From an optimization exercise on the open Yosys and OpenROAD flow, aimed at small area; shortcuts taken in it are not production practice.
Only simulation tests tie the RTL to the original design; equivalence was not proved.
Power and IR drop assume default switching activity. The clock port is modelled as an ideal driver; clocking choices that lean on that would not hold on a real chip.

Design keyed_dirty_point_store_top, start of the top module:
module keyed_dirty_point_store_top (
  input  logic        clk,
  input  logic        rst,
  input  logic        in_valid,
  output logic        in_stall,
  input  logic [2:0]  op,
  input  logic [31:0] key,
  input  logic [3:0]  byte_count,
  input  logic [63:0] value,
  output logic        out_valid,
  input  logic        out_stall,
  output logic [1:0]  status,
  output logic [63:0] read_value,
  output logic [3:0]  read_size,
  output logic [31:0] dirty_key,
  input  logic        cfg_valid,
  output logic        cfg_ready,
  input  logic [8:0]  buffer_bytes_in_use
);
Size: ~2300 cells after synthesis, roughly 38000 µm² of cells after synthesis.
clock: 10.0 ns
lec_check: 0
cap_margin: 20
core_margin: 2
core_utilization: 65
gpl_routability_driven: 0
gpl_timing_driven: 0
slew_margin: 20
synth_hierarchical: 1
standard.sh (not shown) runs the stock make flow with config.mk's settings and CLKGATE_MAP_FILE= SYNTH_SCRIPT=/design/flow/synth_recipe.tcl, a recipe that flattens the netlist after the stock synthesis.
==> flow/flow/run.sh <==
#!/bin/bash
# standard layout with the smallest buffer on the ports and tuned clock tree; logs to this folder
export BUFFER_PORTS_ARGS="-buffer_cell sky130_fd_sc_hd__buf_1"
export CTS_ARGS="-sink_clustering_enable -sink_clustering_size 34 -sink_clustering_max_diameter 300 -buf_list sky130_fd_sc_hd__clkbuf_16 -repair_clock_nets -dont_use_dummy_load"
bash standard.sh > standard.log 2>&1
The baseline finished clean.
Edit:
==> flow/flow/run.sh (replaced) <==
#!/bin/bash
# standard layout with the smallest buffer on the ports and tuned clock tree; logs to this folder
export BUFFER_PORTS_ARGS="-buffer_cell sky130_fd_sc_hd__buf_1"
export CTS_ARGS="-sink_clustering_enable -sink_clustering_size 33 -sink_clustering_max_diameter 300 -buf_list sky130_fd_sc_hd__clkbuf_16 -repair_clock_nets -dont_use_dummy_load"
bash standard.sh > standard.log 2>&1
Settings changed: GPL_ROUTABILITY_DRIVEN 0 to not set, GPL_TIMING_DRIVEN 0 to not set.
Result: Worst setup slack gets better by 0.22 ns. Via count shrinks by 0.99%. Hold slack loses 0.047 ns. Cell count goes down by 0.91%. First-iteration DRC count decreases by 5.1%. Clock-buffer cell count rises by 2.

========
run A:
Another version of the RTL of keyed_dirty_point_store_top (not shown whole).
Size: ~2300 cells after synthesis, about 1700 flip-flops, ~39000 um2 of cells after synthesis.
clock: 10.0 ns
lec_check: 0
cap_margin: 20
core_margin: 2
core_utilization: 40
cts_buf_list: sky130_fd_sc_hd__clkbuf_8 sky130_fd_sc_hd__clkbuf_16
cts_cluster_diameter: 100
cts_cluster_size: 30
slew_margin: 20
run.sh (not shown) runs the stock make flow with config.mk's settings and CLKGATE_MAP_FILE= SYNTH_SCRIPT=/design/flow/synth_recipe.tcl, a recipe that flattens the netlist after the stock synthesis.
Stock flow here: none of the scripts above is used.
Run A has completed all stages; timing, DRC and antenna checks passed.
> inputs changed (run A -> run B)
- a deleted CTS_BUF_LIST that had been sky130_fd_sc_hd__clkbuf_8 sky130_fd_sc_hd__clkbuf_16
- a deleted CTS_CLUSTER_SIZE that had been 30
- a deleted CTS_CLUSTER_DIAMETER that had been 100
==> flow/flow/run.sh (new file) <==
#!/bin/bash
# standard layout, logging to this folder
bash standard.sh > standard.log 2>&1
==> flow/standard.sh (new file) <==
#!/bin/bash
# synth_recipe.tcl (not shown) runs the flow's synth.tcl, then flattens the netlist and writes it again
# the make line also repeats each setting of config.mk as NAME=value (left out here)
make -C /OpenROAD-flow-scripts/flow DESIGN_CONFIG=/design/flow/config.mk WORK_HOME=/design/flow/orfs CLKGATE_MAP_FILE= SYNTH_SCRIPT=/design/flow/synth_recipe.tcl "${@:-finish}"
removed: flow/run.sh
Findings:
Relative to run A, part of the power in combinational logic has decreased by 0.2 points in run B. In the flow results for run A and run B, the clock insertion delay at the later pin of the skew report is smaller on run A. On area of all placed cells without fillers, run B does worse than run A. Relative to run A, the fmax of run B is higher by about 2.5%. Worst setup slack in run B vs run A: up 0.16 ns. Per the comparison of run B with run A, fraction of area in registers lower, clock power share now sits higher, power consumption up 0.0026 W.
Input-level comparison between run C and run B:
==> flow/flow/run.sh <==
#!/bin/bash
# standard layout with the smallest buffer on the ports and tuned clock tree; logs to this folder
export BUFFER_PORTS_ARGS="-buffer_cell sky130_fd_sc_hd__buf_1"
export CTS_ARGS="-sink_clustering_enable -sink_clustering_size 30 -sink_clustering_max_diameter 100 -buf_list sky130_fd_sc_hd__clkbuf_16 -repair_clock_nets -dont_use_dummy_load"
bash standard.sh > standard.log 2>&1
## What came out
- Compared with run B, in run C number of vias per cell went up 0.018; sequential power held; required time of the critical path went down 0.10 ns.
The following lists how run D was set up differently from run C:
==> flow/run.sh (new file) <==
#!/bin/bash
# synth_recipe.tcl (not shown) runs the flow's synth.tcl, then flattens the netlist and writes it again
# the make line also repeats each setting of config.mk as NAME=value (left out here)
make -C /OpenROAD-flow-scripts/flow DESIGN_CONFIG=/design/flow/config.mk WORK_HOME=/design/flow/orfs CLKGATE_MAP_FILE= SYNTH_SCRIPT=/design/flow/synth_recipe.tcl finish
removed: flow/flow/run.sh
removed: flow/standard.sh
--- outcome ---
No run among run C and run D stopped early or left any final violation; all are clean.
Compared with run C, run D shows a lower count of routing violations after the opening detailed-route iteration.
Power in sequential cells delta (run D -> run C): insignificant
Run D vs. run C: met3 wire length increased by 1200 um relative to the old numbers; via total after detailed routing now sits higher.
The inputs of run E differ from those of run D as listed below.
- CORE_UTILIZATION: 40 -> 65
==> flow/flow/run.sh (new file) <==
#!/bin/bash
# standard layout with the smallest buffer on the ports and tuned clock tree; logs to this folder
export BUFFER_PORTS_ARGS="-buffer_cell sky130_fd_sc_hd__buf_1"
export CTS_ARGS="-sink_clustering_enable -sink_clustering_size 34 -sink_clustering_max_diameter 300 -buf_list sky130_fd_sc_hd__clkbuf_16 -repair_clock_nets -dont_use_dummy_load"
bash standard.sh > standard.log 2>&1
==> flow/standard.sh (new file) <==
#!/bin/bash
# synth_recipe.tcl (not shown) runs the flow's synth.tcl, then flattens the netlist and writes it again
# the make line also repeats each setting of config.mk as NAME=value (left out here)
make -C /OpenROAD-flow-scripts/flow DESIGN_CONFIG=/design/flow/config.mk WORK_HOME=/design/flow/orfs CLKGATE_MAP_FILE= SYNTH_SCRIPT=/design/flow/synth_recipe.tcl "${@:-finish}"
removed: flow/run.sh
[summary]
- Clock power share in run E is 17 points below run D.
- Cell-internal power: run E lower than run D
- The wire length of the first global-routing pass number comes out higher for run D vs run E.
- Note that the total of fill cells in the finished design recorded for run E amounts to 0.50 times the value seen in run D.
- Between run E and run D, the clock network power is lower for run E.

[what the ideal ports hide]
In the flow no input, the clock included, has a driving cell. The finished layouts below were timed again as built, in two steps.
Step 1: set_driving_cell puts a clkbuf_16 on clk and a buf_2 on each other input, an assumption about the parent block.
Step 2, shift: input delay + t, output delay - t, t = (earliest + latest rising clock arrival at the registers) / 2. This alone moves slack from input paths to output paths.
Three values: ideal, step 1, step 2; two values: the first two.
run	t (ns)	setup WS [ns]	worst setup path at the end	latest minus earliest clock arrival (ns)	cell pins on the clock port's net
the first run of note 1	0.679	3.621 / 3.657 / 2.978	input to register	0.027 / 0.027	1
the second run of note 1	0.674	3.840 / 3.878 / 3.204	input to register	0.061 / 0.060	1
run A	0.705	3.523 / 3.568 / 2.862	input to register	0.036 / 0.036	1
run B	0.791	3.678 / 3.725 / 2.933	input to register	0.050 / 0.051	1
run C	0.682	3.775 / 3.812 / 3.130	input to register	0.085 / 0.085	1
run D	0.791	3.678 / 3.725 / 2.933	input to register	0.050 / 0.051	1
run E	0.692	4.120 / 4.151 / 3.459	input to register	0.038 / 0.037	1
After both steps setup and hold are still met in every run listed.
